What follows belongs to an exercise in optimizing a design on an open flow for small area; a production flow would make more cautious choices. At most, simulation tests tie the RTL to the original design; equivalence was not proved. No functional check of the RTL was part of run 3. Power and IR drop assume default switching activity.

==> flow/design.v (outline; a module is shown in full before it is edited, if it fits) <==
// module des_input_stage: 18 lines
// module des_feistel: 32 lines
// module des_sbox0: 636 lines
// module des_sbox1: 588 lines
// module des_sbox2: 668 lines
// module des_sbox3: 390 lines
// module des_sbox4: 698 lines
// module des_sbox5: 550 lines
// module des_sbox6: 632 lines
// module des_sbox7: 92 lines
// module des_round: 31 lines
// module des_output_stage: 17 lines
// module des_top: 79 lines
module des_top (
    input  wire logic                 clk,
    input  wire logic                 rst_n,
    input  wire logic                 in_valid,
    input  wire des_pkg::des_block_t  key,
    input  wire des_pkg::des_block_t  value,
    output logic                      out_valid,
    output des_pkg::des_block_t       msg
);
  // ...
==> flow/flow/run.sh <==
#!/bin/bash
# Standard ORFS layout; only these differ:
# - synthesis maps with an area-oriented ABC script (flow/my.abc) and skips
#   half-adder extraction; registers are untouched;
# - port buffers are the smallest buffer (repair_design upsizes them if needed);
# - clock tree: clkbuf_8 only, larger sink clusters.
set -euo pipefail
W=$(pwd)
bash standard.sh SYNTH_SCRIPT=$W/flow/my_synth.tcl ADDER_MAP_FILE= \
  "BUFFER_PORTS_ARGS=-buffer_cell sky130_fd_sc_hd__buf_1" \
  "CTS_ARGS=-sink_clustering_enable -repair_clock_nets -buf_list sky130_fd_sc_hd__clkbuf_8 -sink_clustering_size 14 -sink_clustering_max_diameter 70" \
  finish > $W/orfs_flow.log 2>&1
==> flow/flow/my.abc <==
strash
dch -f
amap
strash
dch -f
map -a
strash
dch -f
amap
strash
dch -f
amap
strash
dch -f
amap
topo
==> flow/flow/my_synth.tcl <==
# synth_recipe.tcl with one change: the technology mapping step runs the
# ABC script in flow/my.abc instead of ORFS's abc_area.script
proc synth {args} { yosys synth -nofsm -noshare {*}$args }
proc abc {args} {
  set i [lsearch -exact $args -script]
  if { $i >= 0 } {
    set args [lreplace $args $i [expr {$i + 1}] -script [file dirname $::env(SYNTH_SCRIPT)]/my.abc]
  }
  yosys abc {*}$args
}
source $::env(SCRIPTS_DIR)/synth.tcl
# left out here: clear keep_hierarchy, flatten, clean up, hide names made inside functions, write 1_2_yosys.v
==> flow/standard.sh <==
#!/bin/bash
# synth_recipe.tcl (not shown) runs the flow's synth.tcl, then flattens the netlist and writes it again
# the make line also repeats each setting of config.mk as NAME=value (left out here)
make -C /OpenROAD-flow-scripts/flow DESIGN_CONFIG=/design/flow/config.mk WORK_HOME=/design/flow/orfs CLKGATE_MAP_FILE= SYNTH_SCRIPT=/design/flow/synth_recipe.tcl "${@:-finish}"
==> flow/config.mk <==
export PLATFORM = sky130hd
export DESIGN_NAME = des_top
export DESIGN_NICKNAME = des_top
export VERILOG_FILES = /design/flow/design.v
export SDC_FILE = /design/flow/constraint.sdc
export NUM_CORES = 4
export LEC_CHECK = 0
export ABC_AREA = 1
export CAP_MARGIN = 10
export CORE_MARGIN = 2
export CORE_UTILIZATION = 65
export CTS_BUF_LIST = sky130_fd_sc_hd__clkbuf_8
export GPL_TIMING_DRIVEN = 0
export SETUP_SLACK_MARGIN = 0.2
export SLEW_MARGIN = 10
==> flow/constraint.sdc <==
create_clock -name core_clock -period 4.0 [get_ports {clk}]
set_input_delay 0.8000 -clock core_clock [delete_from_list [all_inputs] [get_ports {clk}]]
set_output_delay 0.8000 -clock core_clock [all_outputs]
set_load 0.01 [all_outputs]
==> flow_summary.json, run 1 <==
{
  "antenna_found_initial": 3,
  "hold_end": "g_node[1].g_reg.lr_q[0]",
  "finalCriticalPeriod_ps": 3760,
  "yosys-top-cells-count": "nor2_1 (3574), dfxtp_1 (1856), a21oi_1 (1545)",
  "yosysMostFrequentCell": "nor2_1",
  "critPathLaunchType": "register",
  "setup_viol_count_final": 0,
  "regMostFlops": "g_node.g_reg.lr_q",
  "grt_pass1_wl_um": 454000,
  "seq_area_um2": 37600,
  "crit_end": "g_node[15].g_reg.lr_q[6]",
  "largestRegisters": "g_node.g_reg.lr_q: 1024 flops, g_node.g_reg.cd_q: 832 flops, g_node.g_reg.v_q: 16 flops",
  "dp_slack_ps": -641,
  "layout.non_clock_buffers": 284,
  "async_flop_share_pct": 0.855,
  "synth_top_family_by_area": "compound AO/OA/AOI/OAI gates",
  "status": "finished clean",
  "powerDensity_nw_per_um2": 1010,
  "dr_total_vias": 93200,
  "dr.pass1.iters": 10,
  "endpoint_kind": "register",
  "worstMarginPinSlew_ps": 1290,
  "yosysTopAreaCellShare_pct": 41.8,
  "well_tap_count": 1781,
  "power.share.clock_pct": 10.3
}
==> inputs of run 2 (changes only) <==
--- a/flow/flow/run.sh
+++ b/flow/flow/run.sh
@@ -8,5 +8,5 @@
 W=$(pwd)
 bash standard.sh SYNTH_SCRIPT=$W/flow/my_synth.tcl ADDER_MAP_FILE= \
   "BUFFER_PORTS_ARGS=-buffer_cell sky130_fd_sc_hd__buf_1" \
-  "CTS_ARGS=-sink_clustering_enable -repair_clock_nets -buf_list sky130_fd_sc_hd__clkbuf_8 -sink_clustering_size 14 -sink_clustering_max_diameter 70" \
+  "CTS_ARGS=-sink_clustering_enable -repair_clock_nets -buf_list sky130_fd_sc_hd__clkbuf_8 -sink_clustering_size 17 -sink_clustering_max_diameter 55" \
   finish > $W/orfs_flow.log 2>&1
==> run 2 against run 1 <==
Against the previous run: still clean on timing, DRC and antenna; clock skew is 16 ps higher; routed wire length hardly changed; first-iteration DRC count is 4.6% higher; sequential share of layout area is 0.30 points lower; via count is 0.15% higher; area after synthesis stayed put; combinational power hardly changed; clock-buffer cell count is 7 higher; worst hold slack better by 12 ps; critical path type unchanged; largest cell class unchanged; largest power group unchanged; highest routed layer unchanged.
==> flow_summary.json, run 2 <==
{
  "drive_above_1_share_pct": 2.23,
  "port_buffers": 187,
  "r2r_start": "g_node[14].g_reg.lr_q[20]",
  "grt_setup_unrepaired": "true",
  "yosysSeqAreaShare_pct": 42.3,
  "syn_area_um2": 88900,
  "dpl.hpwl_um": 232000,
  "fp.dieH_um": 374,
  "yosys-top-cells-count": "nor2_1 (3574), dfxtp_1 (1856), a21oi_1 (1545)",
  "drv_slew": 0,
  "cts_buffers": 149,
  "cts_tree": "yes",
  "largestRegisters": "g_node.g_reg.lr_q: 1024 flops, g_node.g_reg.cd_q: 832 flops, g_node.g_reg.v_q: 16 flops",
  "drv_cap": 0,
  "final_common_cell": "nor2_1",
  "synth_area_leaders": "dfxtp_1 (42%), nor2_1 (15%), a21oi_1 (8.7%)",
  "power_mw": 98.0,
  "timing.final.crit_share_pct": 94.9,
  "max_freq_mhz": 263,
  "largest_register_ffs": 1024,
  "grt_max_degree": 19,
  "crit_required_ps": 4880,
  "setup_ws_ps": 204,
  "yosysTopAreaCellShare_pct": 41.8,
  "root_buffer": "clkbuf_8",
  "cts_buffer_depth": 3,
  "regMostFlops": "g_node.g_reg.lr_q",
  "synthFlopType": "dfxtp_1",
  "final_cells": 14800,
  "path_clk_slew_ps": 100,
  "avgSynthCellArea_um2": 7.12,
  "p_leak_nw": 36.1,
  "cp-startpoint": "g_node[14].g_reg.lr_q[20]",
  "drcViolationCount": 0,
  "syn2layout_area_growth_pct": 8.44,
  "wirelength_um": 297000,
  "grt_pass1_vias": 83900,
  "peakVddDrop_uv": 423,
  "grt_pass1_wl_um": 455000,
  "synth.distinct_cells": 51,
  "track_usage_pct": 41.0,
  "die_area_um2": 140000,
  "path_common_cell": "nor2_1",
  "powerDensity_nw_per_um2": 1020,
  "endpoint_kind": "register",
  "critical-path-slowest-cell": "dfxtp_2",
  "ant_nets": 0,
  "grt.overflow.total": 0,
  "mostFrequentLayoutCells": "nor2_1 (3569), dfxtp_1 (1846), a21oi_1 (1531)",
  "place.gp.congestion": 1.10,
  "critPathLaunchType": "register",
  "dr_total_vias": 93400,
  "setup_viol_count_final": 0,
  "synth_enable_flop_cells": 0,
  "clock_latency_ps": 980,
  "worstHoldStart": "value[4]",
  "hold_viol": 0,
  "dr.pass1.iters": 9,
  "via_per_inst": 6.31,
  "syn-instance-count": 12500,
  "boundaryPins": 196,
  "crit_arrival_ps": 4680,
  "nNetsFinal": 13100,
  "critPathKind": "reg2reg",
  "fillers": 10800,
  "yosys_warnings": 20,
  "clock-sinks": 1872,
  "critical_path.max_stage_delay_ps": 560,
  "finalCriticalPeriod_ps": 3800,
  "die_x_um": 374,
  "initial_core_util_pct": 65.5,
  "ctsHtreeMaxLevel": 4,
  "synthesis.nets": 12600,
  "drt_iter0_markers": 10800,
  "crit_chain": "nor2_1, a21oi_2, clkinv_1, nor2_2, clkinv_1, o21ai_0, nor2_1, a21oi_1, clkinv_1, nor2_1, o31ai_1, o21ai_0, nor2_1, o32ai_4, nor2_1, a21oi_2",
  "dp_slack_ps": -641,
  "core_um2": 136000,
  "slew_headroom_pct": 21.5,
  "yosysMostFrequentCell": "nor2_1",
  "status": "finished clean",
  "yosysTopAreaCell": "dfxtp_1",
  "skew_ps": 55.1,
  "place_inst": 14400,
  "antenna_found_initial": 2,
  "wl_per_cell_um": 20.1,
  "setup_tns_ps": 0,
  "path_max_fanout": 5,
  "worstMarginPinSlew_ps": 1170,
  "rows": 135,
  "synth-seq-cells": 1872,
  "min_path_type": "in2reg",
  "async_flop_share_pct": 0.855
}
## run 2: cell count changes in the layout (fill, tap and decap cells not counted), moves of 3 or more
cell / previous run / this run
clkinv_8: 2 / 7
bufinv_16: 3 / 9
a21oi_1: 1528 / 1531
a21oi_2: 16 / 13
dlygate4sd3_1: 90 / 101
inv_8: 8 / 15
clkbuf_8: 156 / 163
clkinv_4: 0 / 10
dfxtp_2: 7 / 10
inv_1: 5 / 8
inv_6: 7 / 11
clkinv_2: 1 / 10
## run 2: repair_timing
item                       in CTS  in global routing
setup endpoints to repair      13                 59
hold buffers                  101                  0
gates resized for setup        18                 53
pin swaps                       0                  3
hold endpoints to repair      116                  0
buffers inserted                0                  2
## run 2: final cells by class
cell class              count  area [µm²]  area share [%]
inverters                1155        4340            4.50
well taps                1781        2230            2.31
multi-input cells        9449       47300            49.1
clock buffers             163        2240            2.33
diodes                      5        12.5          0.0130
clock inverters            75         872           0.905
repair buffers            294        1780            1.85
flip-flops and latches   1872       37600            39.0
## run 2: worst paths after layout
check | to | slack (ps) | cells after the start
setup / recovery | g_node[15].g_reg.lr_q[2] | 200 | 16
hold / removal | g_node[1].g_reg.lr_q[23] | 70 | 2
setup reg to reg | g_node[15].g_reg.lr_q[2] | 200 | 16
hold reg to reg | g_node[13].g_reg.cd_q[18] | 320 | 0
max in group asynchronous | g_node[15].g_reg.v_q | 3020 | 2
min in group asynchronous | g_node[11].g_reg.v_q | 470 | 2
## run 2: per-layer routing
| metal | part of all wire (%) | vias up | global-route usage, % |
|---|---|---|---|
| met5 | 0 | - | 0 |
| met1 | 34 | 40600 | 42.2 |
| met4 | 14 | 0 | 46.6 |
| met3 | 7.5 | 1656 | 6.28 |
| met2 | 45 | 5902 | 67.6 |
| li1 | - | 45200 | - |
## run 2: critical path, delay by kind of cell, from the launching register on
family,cells,cell delay [ps]
buf+inv,3,500
compound gates,7,1830
flops,1,560
simple gates,6,800
## run 2: logic make-up after synthesis
kind of cell / after synthesis / synth area share [%]
AO/OA/AOI/OAI: 4256 / 29.0
XOR/XNOR: 49 / 0.483
buffers and inverters: 1155 / 4.88
flip-flops: 1872 / 42.3
AND/OR/NAND/NOR: 5144 / 23.4
## run 2: per-stage QoR
| step | area [µm²] | util (%) | hold WS, ps |
|---|---|---|---|
| CTS | 96100 | 70.9 | 0.476 |
| global placement | 91800 | 67.7 | 311 |
| detailed placement | 91900 | 67.7 | 312 |
| finish | 96400 | 71.1 | 69.5 |
| global route | 96400 | 71.1 | 43.4 |
| floorplan | 88900 | - | 310 |
## run 2: power breakdown
part	leakage [nW]	switching (mW)	total [mW]	internal (mW)
registers	15.8	6.93	31.5	24.5
logic	18.6	37.2	55.3	18.1
clock network	1.63	6.61	11.2	4.55
==> module des_feistel, before the edit <==
module des_feistel (
    input  wire logic [des_pkg::half_w-1:0]   half_in,
    input  wire logic [des_pkg::subkey_w-1:0] subkey,
    output logic [des_pkg::half_w-1:0]        f_out
);
    logic [des_pkg::subkey_w-1:0] e_bits;     
    logic [des_pkg::subkey_w-1:0] mixed;      
    logic [des_pkg::half_w-1:0]   sbox_out;   
    always_comb
    begin
        for (int i = 0; i < des_pkg::subkey_w; i++)
        begin
            e_bits[des_pkg::subkey_w-1-i] = half_in[des_pkg::half_w - des_pkg::e_at(i)];
        end
    end
    assign mixed = e_bits ^ subkey;
    des_sbox0 u_s1 (.grp(mixed[47:42]), .o(sbox_out[31:28]));
    des_sbox1 u_s2 (.grp(mixed[41:36]), .o(sbox_out[27:24]));
    des_sbox2 u_s3 (.grp(mixed[35:30]), .o(sbox_out[23:20]));
    des_sbox3 u_s4 (.grp(mixed[29:24]), .o(sbox_out[19:16]));
    des_sbox4 u_s5 (.grp(mixed[23:18]), .o(sbox_out[15:12]));
    des_sbox5 u_s6 (.grp(mixed[17:12]), .o(sbox_out[11:8]));
    des_sbox6 u_s7 (.grp(mixed[11:6]),  .o(sbox_out[7:4]));
    des_sbox7 u_s8 (.grp(mixed[5:0]),   .o(sbox_out[3:0]));
    always_comb
    begin
        for (int i = 0; i < des_pkg::half_w; i++)
        begin
            f_out[des_pkg::half_w-1-i] = sbox_out[des_pkg::half_w - des_pkg::p_at(i)];
        end
    end
endmodule
==> inputs of run 3 (changes only) <==
==> flow/design.v (replaced) <==
`default_nettype none
package des_pkg;
    localparam int block_w      = 64;
    localparam int half_w       = 32;
    localparam int key_w        = 64;   
    localparam int cd_w         = 28;
    localparam int subkey_w     = 48;
    localparam int num_rounds   = 16;
    localparam int num_sboxes   = 8;
    localparam logic [16:0] reg_at = 17'b0_0100_1001_0010_0100;
    localparam int state_w      = 1 + block_w + 2*cd_w;   
    localparam logic [8*(block_w)-1:0] ip_table = {
        8'd58, 8'd50, 8'd42, 8'd34, 8'd26, 8'd18, 8'd10, 8'd2, 8'd60, 8'd52, 8'd44, 8'd36, 8'd28, 8'd20, 8'd12, 8'd4, 8'd62, 8'd54, 8'd46, 8'd38, 8'd30, 8'd22, 8'd14, 8'd6, 8'd64, 8'd56, 8'd48, 8'd40, 8'd32, 8'd24, 8'd16, 8'd8, 8'd57, 8'd49, 8'd41, 8'd33, 8'd25, 8'd17, 8'd9, 8'd1, 8'd59, 8'd51, 8'd43, 8'd35, 8'd27, 8'd19, 8'd11, 8'd3, 8'd61, 8'd53, 8'd45, 8'd37, 8'd29, 8'd21, 8'd13, 8'd5, 8'd63, 8'd55, 8'd47, 8'd39, 8'd31, 8'd23, 8'd15, 8'd7
    };
    function automatic int ip_at(input int i);
        ip_at = ip_table[8*(block_w-1-i) +: 8];
    endfunction
    localparam logic [8*(block_w)-1:0] fp_table = {
        8'd40, 8'd8, 8'd48, 8'd16, 8'd56, 8'd24, 8'd64, 8'd32, 8'd39, 8'd7, 8'd47, 8'd15, 8'd55, 8'd23, 8'd63, 8'd31, 8'd38, 8'd6, 8'd46, 8'd14, 8'd54, 8'd22, 8'd62, 8'd30, 8'd37, 8'd5, 8'd45, 8'd13, 8'd53, 8'd21, 8'd61, 8'd29, 8'd36, 8'd4, 8'd44, 8'd12, 8'd52, 8'd20, 8'd60, 8'd28, 8'd35, 8'd3, 8'd43, 8'd11, 8'd51, 8'd19, 8'd59, 8'd27, 8'd34, 8'd2, 8'd42, 8'd10, 8'd50, 8'd18, 8'd58, 8'd26, 8'd33, 8'd1, 8'd41, 8'd9, 8'd49, 8'd17, 8'd57, 8'd25
    };
    function automatic int fp_at(input int i);
        fp_at = fp_table[8*(block_w-1-i) +: 8];
    endfunction
    localparam logic [8*(2*cd_w)-1:0] pc1_table = {
        8'd57, 8'd49, 8'd41, 8'd33, 8'd25, 8'd17, 8'd9, 8'd1, 8'd58, 8'd50, 8'd42, 8'd34, 8'd26, 8'd18, 8'd10, 8'd2, 8'd59, 8'd51, 8'd43, 8'd35, 8'd27, 8'd19, 8'd11, 8'd3, 8'd60, 8'd52, 8'd44, 8'd36, 8'd63, 8'd55, 8'd47, 8'd39, 8'd31, 8'd23, 8'd15, 8'd7, 8'd62, 8'd54, 8'd46, 8'd38, 8'd30, 8'd22, 8'd14, 8'd6, 8'd61, 8'd53, 8'd45, 8'd37, 8'd29, 8'd21, 8'd13, 8'd5, 8'd28, 8'd20, 8'd12, 8'd4
    };
    function automatic int pc1_at(input int i);
        pc1_at = pc1_table[8*(2*cd_w-1-i) +: 8];
    endfunction
    localparam logic [8*(subkey_w)-1:0] pc2_table = {
        8'd14, 8'd17, 8'd11, 8'd24, 8'd1, 8'd5, 8'd3, 8'd28, 8'd15, 8'd6, 8'd21, 8'd10, 8'd23, 8'd19, 8'd12, 8'd4, 8'd26, 8'd8, 8'd16, 8'd7, 8'd27, 8'd20, 8'd13, 8'd2, 8'd41, 8'd52, 8'd31, 8'd37, 8'd47, 8'd55, 8'd30, 8'd40, 8'd51, 8'd45, 8'd33, 8'd48, 8'd44, 8'd49, 8'd39, 8'd56, 8'd34, 8'd53, 8'd46, 8'd42, 8'd50, 8'd36, 8'd29, 8'd32
    };
    function automatic int pc2_at(input int i);
        pc2_at = pc2_table[8*(subkey_w-1-i) +: 8];
    endfunction
    localparam logic [8*(subkey_w)-1:0] e_table = {
        8'd32, 8'd1, 8'd2, 8'd3, 8'd4, 8'd5, 8'd4, 8'd5, 8'd6, 8'd7, 8'd8, 8'd9, 8'd8, 8'd9, 8'd10, 8'd11, 8'd12, 8'd13, 8'd12, 8'd13, 8'd14, 8'd15, 8'd16, 8'd17, 8'd16, 8'd17, 8'd18, 8'd19, 8'd20, 8'd21, 8'd20, 8'd21, 8'd22, 8'd23, 8'd24, 8'd25, 8'd24, 8'd25, 8'd26, 8'd27, 8'd28, 8'd29, 8'd28, 8'd29, 8'd30, 8'd31, 8'd32, 8'd1
    };
    function automatic int e_at(input int i);
        e_at = e_table[8*(subkey_w-1-i) +: 8];
    endfunction
    localparam logic [8*(half_w)-1:0] p_table = {
        8'd16, 8'd7, 8'd20, 8'd21, 8'd29, 8'd12, 8'd28, 8'd17, 8'd1, 8'd15, 8'd23, 8'd26, 8'd5, 8'd18, 8'd31, 8'd10, 8'd2, 8'd8, 8'd24, 8'd14, 8'd32, 8'd27, 8'd3, 8'd9, 8'd19, 8'd13, 8'd30, 8'd6, 8'd22, 8'd11, 8'd4, 8'd25
    };
    function automatic int p_at(input int i);
        p_at = p_table[8*(half_w-1-i) +: 8];
    endfunction
    localparam logic [8*(num_rounds)-1:0] shift_table = {
        8'd1, 8'd1, 8'd2, 8'd2, 8'd2, 8'd2, 8'd2, 8'd2, 8'd1, 8'd2, 8'd2, 8'd2, 8'd2, 8'd2, 8'd2, 8'd1
    };
    function automatic int shift_at(input int i);
        shift_at = shift_table[8*(num_rounds-1-i) +: 8];
    endfunction
    localparam logic [4*512-1:0] sbox_table = {
        4'd14, 4'd4, 4'd13, 4'd1, 4'd2, 4'd15, 4'd11, 4'd8, 4'd3, 4'd10, 4'd6, 4'd12, 4'd5, 4'd9, 4'd0, 4'd7,
        4'd0, 4'd15, 4'd7, 4'd4, 4'd14, 4'd2, 4'd13, 4'd1, 4'd10, 4'd6, 4'd12, 4'd11, 4'd9, 4'd5, 4'd3, 4'd8,
        4'd4, 4'd1, 4'd14, 4'd8, 4'd13, 4'd6, 4'd2, 4'd11, 4'd15, 4'd12, 4'd9, 4'd7, 4'd3, 4'd10, 4'd5, 4'd0,
        4'd15, 4'd12, 4'd8, 4'd2, 4'd4, 4'd9, 4'd1, 4'd7, 4'd5, 4'd11, 4'd3, 4'd14, 4'd10, 4'd0, 4'd6, 4'd13,
        4'd15, 4'd1, 4'd8, 4'd14, 4'd6, 4'd11, 4'd3, 4'd4, 4'd9, 4'd7, 4'd2, 4'd13, 4'd12, 4'd0, 4'd5, 4'd10,
        4'd3, 4'd13, 4'd4, 4'd7, 4'd15, 4'd2, 4'd8, 4'd14, 4'd12, 4'd0, 4'd1, 4'd10, 4'd6, 4'd9, 4'd11, 4'd5,
        4'd0, 4'd14, 4'd7, 4'd11, 4'd10, 4'd4, 4'd13, 4'd1, 4'd5, 4'd8, 4'd12, 4'd6, 4'd9, 4'd3, 4'd2, 4'd15,
        4'd13, 4'd8, 4'd10, 4'd1, 4'd3, 4'd15, 4'd4, 4'd2, 4'd11, 4'd6, 4'd7, 4'd12, 4'd0, 4'd5, 4'd14, 4'd9,
        4'd10, 4'd0, 4'd9, 4'd14, 4'd6, 4'd3, 4'd15, 4'd5, 4'd1, 4'd13, 4'd12, 4'd7, 4'd11, 4'd4, 4'd2, 4'd8,
        4'd13, 4'd7, 4'd0, 4'd9, 4'd3, 4'd4, 4'd6, 4'd10, 4'd2, 4'd8, 4'd5, 4'd14, 4'd12, 4'd11, 4'd15, 4'd1,
        4'd13, 4'd6, 4'd4, 4'd9, 4'd8, 4'd15, 4'd3, 4'd0, 4'd11, 4'd1, 4'd2, 4'd12, 4'd5, 4'd10, 4'd14, 4'd7,
        4'd1, 4'd10, 4'd13, 4'd0, 4'd6, 4'd9, 4'd8, 4'd7, 4'd4, 4'd15, 4'd14, 4'd3, 4'd11, 4'd5, 4'd2, 4'd12,
        4'd7, 4'd13, 4'd14, 4'd3, 4'd0, 4'd6, 4'd9, 4'd10, 4'd1, 4'd2, 4'd8, 4'd5, 4'd11, 4'd12, 4'd4, 4'd15,
        4'd13, 4'd8, 4'd11, 4'd5, 4'd6, 4'd15, 4'd0, 4'd3, 4'd4, 4'd7, 4'd2, 4'd12, 4'd1, 4'd10, 4'd14, 4'd9,
        4'd10, 4'd6, 4'd9, 4'd0, 4'd12, 4'd11, 4'd7, 4'd13, 4'd15, 4'd1, 4'd3, 4'd14, 4'd5, 4'd2, 4'd8, 4'd4,
        4'd3, 4'd15, 4'd0, 4'd6, 4'd10, 4'd1, 4'd13, 4'd8, 4'd9, 4'd4, 4'd5, 4'd11, 4'd12, 4'd7, 4'd2, 4'd14,
        4'd2, 4'd12, 4'd4, 4'd1, 4'd7, 4'd10, 4'd11, 4'd6, 4'd8, 4'd5, 4'd3, 4'd15, 4'd13, 4'd0, 4'd14, 4'd9,
        4'd14, 4'd11, 4'd2, 4'd12, 4'd4, 4'd7, 4'd13, 4'd1, 4'd5, 4'd0, 4'd15, 4'd10, 4'd3, 4'd9, 4'd8, 4'd6,
        4'd4, 4'd2, 4'd1, 4'd11, 4'd10, 4'd13, 4'd7, 4'd8, 4'd15, 4'd9, 4'd12, 4'd5, 4'd6, 4'd3, 4'd0, 4'd14,
        4'd11, 4'd8, 4'd12, 4'd7, 4'd1, 4'd14, 4'd2, 4'd13, 4'd6, 4'd15, 4'd0, 4'd9, 4'd10, 4'd4, 4'd5, 4'd3,
        4'd12, 4'd1, 4'd10, 4'd15, 4'd9, 4'd2, 4'd6, 4'd8, 4'd0, 4'd13, 4'd3, 4'd4, 4'd14, 4'd7, 4'd5, 4'd11,
        4'd10, 4'd15, 4'd4, 4'd2, 4'd7, 4'd12, 4'd9, 4'd5, 4'd6, 4'd1, 4'd13, 4'd14, 4'd0, 4'd11, 4'd3, 4'd8,
        4'd9, 4'd14, 4'd15, 4'd5, 4'd2, 4'd8, 4'd12, 4'd3, 4'd7, 4'd0, 4'd4, 4'd10, 4'd1, 4'd13, 4'd11, 4'd6,
        4'd4, 4'd3, 4'd2, 4'd12, 4'd9, 4'd5, 4'd15, 4'd10, 4'd11, 4'd14, 4'd1, 4'd7, 4'd6, 4'd0, 4'd8, 4'd13,
        4'd4, 4'd11, 4'd2, 4'd14, 4'd15, 4'd0, 4'd8, 4'd13, 4'd3, 4'd12, 4'd9, 4'd7, 4'd5, 4'd10, 4'd6, 4'd1,
        4'd13, 4'd0, 4'd11, 4'd7, 4'd4, 4'd9, 4'd1, 4'd10, 4'd14, 4'd3, 4'd5, 4'd12, 4'd2, 4'd15, 4'd8, 4'd6,
        4'd1, 4'd4, 4'd11, 4'd13, 4'd12, 4'd3, 4'd7, 4'd14, 4'd10, 4'd15, 4'd6, 4'd8, 4'd0, 4'd5, 4'd9, 4'd2,
        4'd6, 4'd11, 4'd13, 4'd8, 4'd1, 4'd4, 4'd10, 4'd7, 4'd9, 4'd5, 4'd0, 4'd15, 4'd14, 4'd2, 4'd3, 4'd12,
        4'd13, 4'd2, 4'd8, 4'd4, 4'd6, 4'd15, 4'd11, 4'd1, 4'd10, 4'd9, 4'd3, 4'd14, 4'd5, 4'd0, 4'd12, 4'd7,
        4'd1, 4'd15, 4'd13, 4'd8, 4'd10, 4'd3, 4'd7, 4'd4, 4'd12, 4'd5, 4'd6, 4'd11, 4'd0, 4'd14, 4'd9, 4'd2,
        4'd7, 4'd11, 4'd4, 4'd1, 4'd9, 4'd12, 4'd14, 4'd2, 4'd0, 4'd6, 4'd10, 4'd13, 4'd15, 4'd3, 4'd5, 4'd8,
        4'd2, 4'd1, 4'd14, 4'd7, 4'd4, 4'd10, 4'd8, 4'd13, 4'd15, 4'd12, 4'd9, 4'd0, 4'd3, 4'd5, 4'd6, 4'd11
    };
    typedef logic [block_w-1:0] des_block_t;
    typedef struct packed {
        logic [half_w-1:0] left;
        logic [half_w-1:0] right;
    } des_halves_t;
    typedef union packed {
        des_block_t  raw;
        des_halves_t halves;
    } des_block_u;
    typedef struct packed {
        logic [cd_w-1:0] c;
        logic [cd_w-1:0] d;
    } key_halves_t;
    typedef struct packed {
        logic        valid;
        des_block_u  block;
        key_halves_t key;
    } round_state_t;
endpackage
`default_nettype wire
`timescale 1ns/1ps
`default_nettype none
module des_input_stage (
    input  wire des_pkg::des_block_t  key,
    input  wire des_pkg::des_block_t  value,
    output logic [63:0]               lr_out,   
    output logic [55:0]               cd_out    
);
    always_comb
    begin
        for (int i = 0; i < des_pkg::block_w; i++)
        begin
            lr_out[des_pkg::block_w-1-i] = value[des_pkg::block_w - des_pkg::ip_at(i)];
        end
        for (int i = 0; i < 2*des_pkg::cd_w; i++)
        begin
            cd_out[2*des_pkg::cd_w-1-i] = key[des_pkg::key_w - des_pkg::pc1_at(i)];
        end
    end
endmodule
`default_nettype wire
`timescale 1ns/1ps
`default_nettype none
module des_feistel (
    input  wire logic [des_pkg::half_w-1:0]   half_in,
    input  wire logic [des_pkg::subkey_w-1:0] subkey,
    output logic [des_pkg::half_w-1:0]        f_out
);
    logic [des_pkg::subkey_w-1:0] e_bits;     
    logic [des_pkg::subkey_w-1:0] mixed;      
    logic [des_pkg::half_w-1:0]   sbox_out;   
    always_comb
    begin
        for (int i = 0; i < des_pkg::subkey_w; i++)
        begin
            e_bits[des_pkg::subkey_w-1-i] = half_in[des_pkg::half_w - des_pkg::e_at(i)];
        end
    end
    assign mixed = e_bits ^ subkey;
    for (genvar s = 0; s < des_pkg::num_sboxes; s++)
    begin : g_sbox
        logic [5:0] grp;
        logic [5:0] idx;   
        localparam logic [255:0] box_tab = des_pkg::sbox_table[256*(des_pkg::num_sboxes-1-s) +: 256];
        assign grp = mixed[des_pkg::subkey_w-1-6*s -: 6];
        assign idx = {grp[5], grp[0], grp[4:1]};
        assign sbox_out[des_pkg::half_w-1-4*s -: 4] = box_tab[4*(63 - idx) +: 4];
    end
    always_comb
    begin
        for (int i = 0; i < des_pkg::half_w; i++)
        begin
            f_out[des_pkg::half_w-1-i] = sbox_out[des_pkg::half_w - des_pkg::p_at(i)];
        end
    end
endmodule
`default_nettype wire
`timescale 1ns/1ps
`default_nettype none
module des_round #(
    parameter int round_idx = 0   
) (
    input  wire logic [63:0]  lr_in,    
    input  wire logic [55:0]  cd_in,    
    output logic [63:0]       lr_out,
    output logic [55:0]       cd_out
);
    localparam int sh = des_pkg::shift_at(round_idx);
    logic [27:0] c_in, d_in, c_rot, d_rot;
    logic [47:0] subkey;
    logic [31:0] f_res;
    assign c_in  = cd_in[55:28];
    assign d_in  = cd_in[27:0];
    assign c_rot = (c_in << sh) | (c_in >> (28 - sh));
    assign d_rot = (d_in << sh) | (d_in >> (28 - sh));
    assign cd_out = {c_rot, d_rot};
    always_comb
    begin
        for (int i = 0; i < des_pkg::subkey_w; i++)
        begin
            subkey[des_pkg::subkey_w-1-i] = cd_out[2*des_pkg::cd_w - des_pkg::pc2_at(i)];
        end
    end
    des_feistel u_feistel (
        .half_in (lr_in[31:0]),
        .subkey  (subkey),
        .f_out   (f_res)
    );
    assign lr_out = {lr_in[31:0], lr_in[63:32] ^ f_res};   
endmodule
`default_nettype wire
`timescale 1ns/1ps
`default_nettype none
module des_output_stage (
    input  wire logic [63:0]          lr_in,   
    input  wire logic                 valid_in,
    output logic                      out_valid,
    output des_pkg::des_block_t       msg
);
    logic [63:0] preout;   
    assign preout    = {lr_in[31:0], lr_in[63:32]};
    assign out_valid = valid_in;
    always_comb
    begin
        for (int i = 0; i < des_pkg::block_w; i++)
        begin
            msg[des_pkg::block_w-1-i] = preout[des_pkg::block_w - des_pkg::fp_at(i)];
        end
    end
endmodule
`default_nettype wire
`timescale 1ns/1ps
`default_nettype none
module des_top (
    input  wire logic                 clk,
    input  wire logic                 rst_n,
    input  wire logic                 in_valid,
    input  wire des_pkg::des_block_t  key,
    input  wire des_pkg::des_block_t  value,
    output logic                      out_valid,
    output des_pkg::des_block_t       msg
);
    localparam logic [16:0] reg_at = des_pkg::reg_at;
    logic [17*64-1:0] lr_bus;    
    logic [17*56-1:0] cd_bus;    
    logic [16:0]      v_bus;
    logic [63:0] ip_lr;
    logic [55:0] pc1_cd;
    des_input_stage u_input (
        .key    (key),
        .value  (value),
        .lr_out (ip_lr),
        .cd_out (pc1_cd)
    );
    for (genvar k = 0; k <= 16; k++)
    begin : g_node
        logic [63:0] lr_d;
        logic [55:0] cd_d;
        logic        v_d;
        if (k == 0)
        begin : g_in
            assign lr_d = ip_lr;
            assign cd_d = pc1_cd;
            assign v_d  = in_valid;
        end
        else
        begin : g_rnd
            des_round #(
                .round_idx (k-1)
            ) u_round (
                .lr_in  (lr_bus[(k-1)*64 +: 64]),
                .cd_in  (cd_bus[(k-1)*56 +: 56]),
                .lr_out (lr_d),
                .cd_out (cd_d)
            );
            assign v_d = v_bus[k-1];
        end
        if (reg_at[k])
        begin : g_reg
            logic [63:0] lr_q;
            logic [55:0] cd_q;
            logic        v_q;
            always_ff @(posedge clk or negedge rst_n)
            begin
                if (!rst_n)
                    v_q <= 1'b0;
                else
                    v_q <= v_d;
            end
            always_ff @(posedge clk)
            begin
                lr_q <= lr_d;
                cd_q <= cd_d;
            end
            assign lr_bus[k*64 +: 64] = lr_q;
            assign cd_bus[k*56 +: 56] = cd_q;
            assign v_bus[k]           = v_q;
        end
        else
        begin : g_wire
            assign lr_bus[k*64 +: 64] = lr_d;
            assign cd_bus[k*56 +: 56] = cd_d;
            assign v_bus[k]           = v_d;
        end
    end
    des_output_stage u_output (
        .lr_in     (lr_bus[16*64 +: 64]),
        .valid_in  (v_bus[16]),
        .out_valid (out_valid),
        .msg       (msg)
    );
endmodule
`default_nettype wire
==> flow/run.sh (new file) <==
#!/bin/bash
# synth_recipe.tcl (not shown) runs the flow's synth.tcl, then flattens the netlist and writes it again
# the make line also repeats each setting of config.mk as NAME=value (left out here)
make -C /OpenROAD-flow-scripts/flow DESIGN_CONFIG=/design/flow/config.mk WORK_HOME=/design/flow/orfs CLKGATE_MAP_FILE= SYNTH_SCRIPT=/design/flow/synth_recipe.tcl finish
==> flow/config.mk (replaced) <==
export PLATFORM = sky130hd
export DESIGN_NAME = des_top
export DESIGN_NICKNAME = des_top
export VERILOG_FILES = /design/flow/design.v
export SDC_FILE = /design/flow/constraint.sdc
export NUM_CORES = 4
export LEC_CHECK = 0
export ABC_AREA = 1
export CAP_MARGIN = 20
export CORE_MARGIN = 2
export CORE_UTILIZATION = 60
export SLEW_MARGIN = 20
removed: flow/flow/run.sh
removed: flow/flow/my.abc
removed: flow/flow/my_synth.tcl
removed: flow/standard.sh
==> run 3 against run 2 <==
Against the previous run: the run now fails in 5_1_grt; area after synthesis increased by 19%; synthesized cell count rose by 55%.
==> flow_summary.json, run 3 <==
{
  "hold_buffers": 0,
  "place.gp.congestion": 1.22,
  "yosysTopAreaCell": "nand2_1",
  "ctsHtreeMaxLevel": 3,
  "dpl.hpwl_um": 430000,
  "cts_buffers": 84,
  "synth.distinct_cells": 59,
  "grt_pass1_vias": 216000,
  "yosys_warnings": 20,
  "synth-seq-cells": 605,
  "yosysMostFrequentCell": "nand2_1",
  "initial_core_util_pct": 60.5,
  "yosysTopAreaCellShare_pct": 28.1,
  "avgSynthCellArea_um2": 5.45,
  "grt_pass1_wl_um": 1390000,
  "synthesis.nets": 20400,
  "fp.dieH_um": 423,
  "rows": 153,
  "yosysSeqAreaShare_pct": 11.5,
  "grt.overflow.total": 8702,
  "die_x_um": 423,
  "async_flop_share_pct": 0.826,
  "track_usage_pct": 95.2,
  "lastStage": "5_1_grt",
  "error_line": "[ERROR GRT-0116] Global routing finished with congestion. Check the congestion regions in the DRC Viewer.",
  "clock-sinks": 605,
  "status": "did not finish",
  "root_buffer": "clkbuf_16",
  "synth_enable_flop_cells": 0,
  "boundaryPins": 196,
  "grt_max_degree": 17,
  "cts_buffer_depth": 3,
  "yosys-top-cells-count": "nand2_1 (7888), nand3_1 (5072), inv_1 (1704)",
  "synth_area_leaders": "nand2_1 (28%), nand3_1 (24%), dfxtp_1 (11%)",
  "syn_area_um2": 105000,
  "port_buffers": 187,
  "syn-instance-count": 19300,
  "synthFlopType": "dfxtp_1"
}
[run 3: routing by layer]
metal / GRT usage (%) / GRT overflow
met1: 87.5 / 166
met3: 81.5 / 187
met2: 114 / 6044
met4: 104 / 2280
met5: 61.4 / 25
[run 3: power by group through the flow]
stage	combinational, mW	clock, mW	sequential (mW)
after floorplan	168	0	10.4
after global placement	288	0	11.2
after detailed placement	296	0	11.3
after CTS	330	8.36	11.5
[run 3: cells by family after synthesis]
family / after synthesis / share of synthesized area (%)
DFF: 605 / 11.5
AOI/OAI and AO/OA: 1135 / 6.25
adders and majority gates: 952 / 11.3
xor gates and xnor gates: 544 / 5.37
and+or+nand+nor: 13800 / 56.5
buffers and inverters: 2276 / 9.01
muxes: 2 / 0.0190
[run 3: through the flow]
step	power, mW	worst slack, ps	cells	hold WS [ps]	cell area (µm²)
4_1_cts	350	-1200	26700	283	164000
3_5_place_dp	308	-1120	26200	340	148000
3_3_place_gp	299	-979	26200	334	148000
2_1_floorplan	178	-130	19300	326	108000
[run 3: worst max path at each step]
stage / from / end / cells after the start
4_1_cts: g_node[14].g_reg.cd_q[18] / msg[54] / 22
3_5_place_dp: g_node[14].g_reg.lr_q[24] / msg[28] / 21
3_3_place_gp: g_node[11].g_reg.lr_q[4] / g_node[14].g_reg.lr_q[25] / 32
2_1_floorplan: g_node[14].g_reg.cd_q[18] / msg[42] / 20
[run 3: repair_timing]
action	CTS
setup buffers	332
pin swaps	963
gates resized for setup	2870
endpoints found under the setup margin	228
cloned	10

-- port drivers added, routing unchanged --
How much do the figures lean on ideal ports? The routed layouts below were timed once more, with nothing changed but the port constraints.
Step 1 (the two cells are an assumption about what drives the block):
set clk [get_ports {clk}]
set_driving_cell -lib_cell sky130_fd_sc_hd__clkbuf_16 $clk
set_driving_cell -lib_cell sky130_fd_sc_hd__buf_2 [delete_from_list [all_inputs] $clk]
Step 2 adds t to the input delays and takes it off the output delays; t is the mean of the earliest and latest rising clock arrival at the registers after step 1. Input paths then give back, and output paths get back, about the clock's delay inside the block.
a / b / c = ideal / step 1 / step 2; a / b = the first two.
run	t, ns	setup slack, ns	worst hold slack (ns)	worst register clock-pin slew, ns
run 1	1.049	0.237 / 0.237 / -0.725	0.058 / -0.004 / 0.309	0.10 / 0.10
run 2	1.040	0.204 / 0.204 / -0.553	0.069 / 0.006 / 0.321	0.11 / 0.11
With both steps, setup timing fails in run 1 and run 2, where it was met with ideal ports. The setup slack of run 1, which loses most, moves by 0.000 ns with the drivers and by -0.962 ns with both steps.
